This is an optimization exercise on Yosys and OpenROAD, whose aim is small area, a short achievable clock period and few clock cycles, not a production implementation.
Only simulation tests tie the RTL to the original design; equivalence was not proved.
The clock port is modelled as an ideal driver; clocking choices that lean on that would not hold on a real chip.

T:
Design mips_decoder_top, start of the top module:
module mips_decoder_top
(
	input  wire    clk,
	input  wire    reset,
	input  wire    dir,
	input  mips_isa_pkg::instr_t data_in,
	input  wire    ack_from_next,
	output logic   ack_prev,
	output logic   dor,
	output mips_exec_pkg::word_t  data_out
);
Size: roughly 4100 cells after synthesis, about 1200 flip-flops, ~70 I/O pins.
Settings: LEC_CHECK=0, CAP_MARGIN=20, CORE_MARGIN=2, CORE_UTILIZATION=45, CTS_CLUSTER_DIAMETER=100, CTS_CLUSTER_SIZE=30, SETUP_SLACK_MARGIN=3.5, SLEW_MARGIN=20; clock period 7.0 ns.
run.sh (not shown) runs the stock make flow with config.mk's settings and CLKGATE_MAP_FILE= SYNTH_SCRIPT=/design/flow/synth_recipe.tcl, a recipe that flattens the netlist after the stock synthesis.
Both conditions hold for T: the flow ran to the end and the final layout passed the timing, DRC and antenna checks.
Testbench counts of T, summed over its fixed seeds: cycles 4,824.
Relative to T, the following input files were edited for P:
==> flow/flow/run.sh (new file) <==
#!/bin/bash
# The standard layout (the standard.sh, unchanged synthesis and steps),
# with one addition: flow/post_cts.tcl runs at the end of the clock tree
# step as ORFS's POST_CTS_TCL hook, for a second setup repair.
# make's output goes to standard_flow.log; each ORFS step keeps its own log
# under orfs/logs/.
set -euo pipefail
here=$(pwd)
export POST_CTS_TCL="$here/flow/post_cts.tcl"
bash standard.sh POST_CTS_TCL="$POST_CTS_TCL" finish > "$here/standard_flow.log" 2>&1
==> flow/flow/post_cts.tcl (new file) <==
# Extra setup repair at the end of the clock tree step (ORFS POST_CTS_TCL
# hook). The port buffers the standard flow inserts are slow delay cells
# (clkdlybuf4s50_1) that the footprint-matched standard repair cannot swap;
# they become plain buffers here, so every port still has its own buffer.
# Then fresh repair passes that work only on the worst path continue to
# upsize and buffer it. Gate cloning stays off so the registers keep their
# synthesized names and count.
foreach inst [get_cells -filter "ref_name == sky130_fd_sc_hd__clkdlybuf4s50_1"] {
  replace_cell $inst sky130_fd_sc_hd__buf_2
}
estimate_parasitics -placement
repair_timing -setup -setup_margin 4.5 -repair_tns 0 -skip_gate_cloning -verbose
repair_timing -setup -setup_margin 4.5 -repair_tns 0 -skip_gate_cloning -verbose
detailed_placement
check_placement -verbose
estimate_parasitics -placement
report_worst_slack -max
==> flow/standard.sh (new file) <==
#!/bin/bash
# synth_recipe.tcl (not shown) runs the flow's synth.tcl, then flattens the netlist and writes it again
# the make line also repeats each setting of config.mk as NAME=value (left out here)
make -C /OpenROAD-flow-scripts/flow DESIGN_CONFIG=/design/flow/config.mk WORK_HOME=/design/flow/orfs CLKGATE_MAP_FILE= SYNTH_SCRIPT=/design/flow/synth_recipe.tcl "${@:-finish}"
--- a/flow/config.mk
+++ b/flow/config.mk
@@ -10,4 +10,4 @@
 export CORE_UTILIZATION = 45
-export CTS_CLUSTER_DIAMETER = 100
-export CTS_CLUSTER_SIZE = 30
+export CTS_CLUSTER_DIAMETER = 80
+export CTS_CLUSTER_SIZE = 25
 export SETUP_SLACK_MARGIN = 3.5
removed: flow/run.sh
## What came out
- Compare P and T | worst reg-to-reg path cell count lower: P
- Comparing sum of met2 wire segment lengths after detailed routing for P and T, the smaller number came from T.
- Across both runs, maximum frequency was higher for P than for T.
- Cell area after layout ended up 740 um^2 higher on P than on T.
- Compared with T, P shows global-route usage higher by 0.58 points.
- The run with more routed wire is P, not T.
- In the final design statistics, P uses more standard cells in total than T.
- Between P and T, the filler cell count in the final layout is lower for P.
- NOTE biggest fanout along the worst timing path T->P decreased by more than 10%
- P ended with more layout cell share with drive strength beyond 1 than T.
- Summary: with T as the reference, clock-buffer cell count in P moved up by more than 10%.


Q:
Another version of the RTL of mips_decoder_top (not shown whole).
For scale: ~4300 cells after synthesis, roughly 0.058 sq mm of cells after synthesis.
Design mips_decoder_top, start of the top module:
module mips_decoder_top
(
	input  wire    clk,
	input  wire    reset,
	input  wire    dir,
	input  mips_isa_pkg::instr_t data_in,
	input  wire    ack_from_next,
	output logic   ack_prev,
	output logic   dor,
	output mips_exec_pkg::word_t  data_out
);
Settings: LEC_CHECK=0, CAP_MARGIN=20, CORE_MARGIN=2, CORE_UTILIZATION=55, CTS_CLUSTER_DIAMETER=80, CTS_CLUSTER_SIZE=25, SETUP_SLACK_MARGIN=3.5, SLEW_MARGIN=20; clock period 7.0 ns.
Stock flow here: none of the scripts above is used.
Testbench counts of Q, summed over its fixed seeds: cycles 4,824.
The inputs of S differ from those of Q as listed below.
- CORE_UTILIZATION changed from 55 to 45
==> flow/flow/run.sh (new file) <==
#!/bin/bash
# The standard layout (the standard.sh, unchanged synthesis and steps),
# with one addition: flow/post_cts.tcl runs at the end of the clock tree
# step as ORFS's POST_CTS_TCL hook, for a second setup repair.
# make's output goes to standard_flow.log; each ORFS step keeps its own log
# under orfs/logs/.
set -euo pipefail
here=$(pwd)
export POST_CTS_TCL="$here/flow/post_cts.tcl"
bash standard.sh POST_CTS_TCL="$POST_CTS_TCL" finish > "$here/standard_flow.log" 2>&1
==> flow/flow/post_cts.tcl (new file) <==
# Extra setup repair at the end of the clock tree step (ORFS POST_CTS_TCL
# hook). The port buffers the standard flow inserts are slow delay cells
# (clkdlybuf4s50_1) that the footprint-matched standard repair cannot swap;
# they become plain buffers here, so every port still has its own buffer.
# Then fresh repair passes that work only on the worst path continue to
# upsize and buffer it. Gate cloning stays off so the registers keep their
# synthesized names and count.
foreach inst [get_cells -filter "ref_name == sky130_fd_sc_hd__clkdlybuf4s50_1"] {
  replace_cell $inst sky130_fd_sc_hd__buf_2
}
estimate_parasitics -placement
repair_timing -setup -setup_margin 4.5 -repair_tns 0 -skip_gate_cloning -verbose
repair_timing -setup -setup_margin 4.5 -repair_tns 0 -skip_gate_cloning -verbose
detailed_placement
check_placement -verbose
estimate_parasitics -placement
report_worst_slack -max
==> flow/standard.sh (new file) <==
#!/bin/bash
# synth_recipe.tcl (not shown) runs the flow's synth.tcl, then flattens the netlist and writes it again
# the make line also repeats each setting of config.mk as NAME=value (left out here)
make -C /OpenROAD-flow-scripts/flow DESIGN_CONFIG=/design/flow/config.mk WORK_HOME=/design/flow/orfs CLKGATE_MAP_FILE= SYNTH_SCRIPT=/design/flow/synth_recipe.tcl "${@:-finish}"
removed: flow/run.sh
S ended with every stage complete and zero timing, DRC or antenna violations.
Side by side, final worst-path setup slack turned out higher in S than in Q.
Wire length of the first global-routing pass (higher): S
The final reports for S and Q show final period utilization lower in the former.

-- re-timing with driven ports --
In the flow no input, the clock included, has a driving cell. The finished layouts below were timed again as built, in two steps.
Step 1: set_driving_cell puts a clkbuf_16 on clk and a buf_2 on each other input, an assumption about the parent block.
Step 2, shift: input delay + t, output delay - t, t = (earliest + latest rising clock arrival at the registers) / 2. This alone moves slack from input paths to output paths.
Slacks: ideal / step 1 / step 2; pairs: ideal / step 1.
run | t (ns) | slack for setup (ns) | hold WS [ns] | slew at the worst register clock pin (ns)
T | 0.803 | 3.305 / 3.305 / 2.822 | 0.433 / 0.433 / 0.433 | 0.12 / 0.12
P | 0.855 | 3.361 / 3.361 / 2.789 | 0.430 / 0.430 / 0.430 | 0.11 / 0.11
Q | 0.756 | 3.312 / 3.312 / 2.644 | 0.337 / 0.337 / 0.337 | 0.11 / 0.11
S | 0.746 | 3.396 / 3.396 / 3.109 | 0.331 / 0.331 / 0.331 | 0.11 / 0.11
After both steps every run listed still meets setup and hold. The setup slack of Q, which loses most, moves by 0.000 ns with the drivers and by -0.668 ns with both steps.
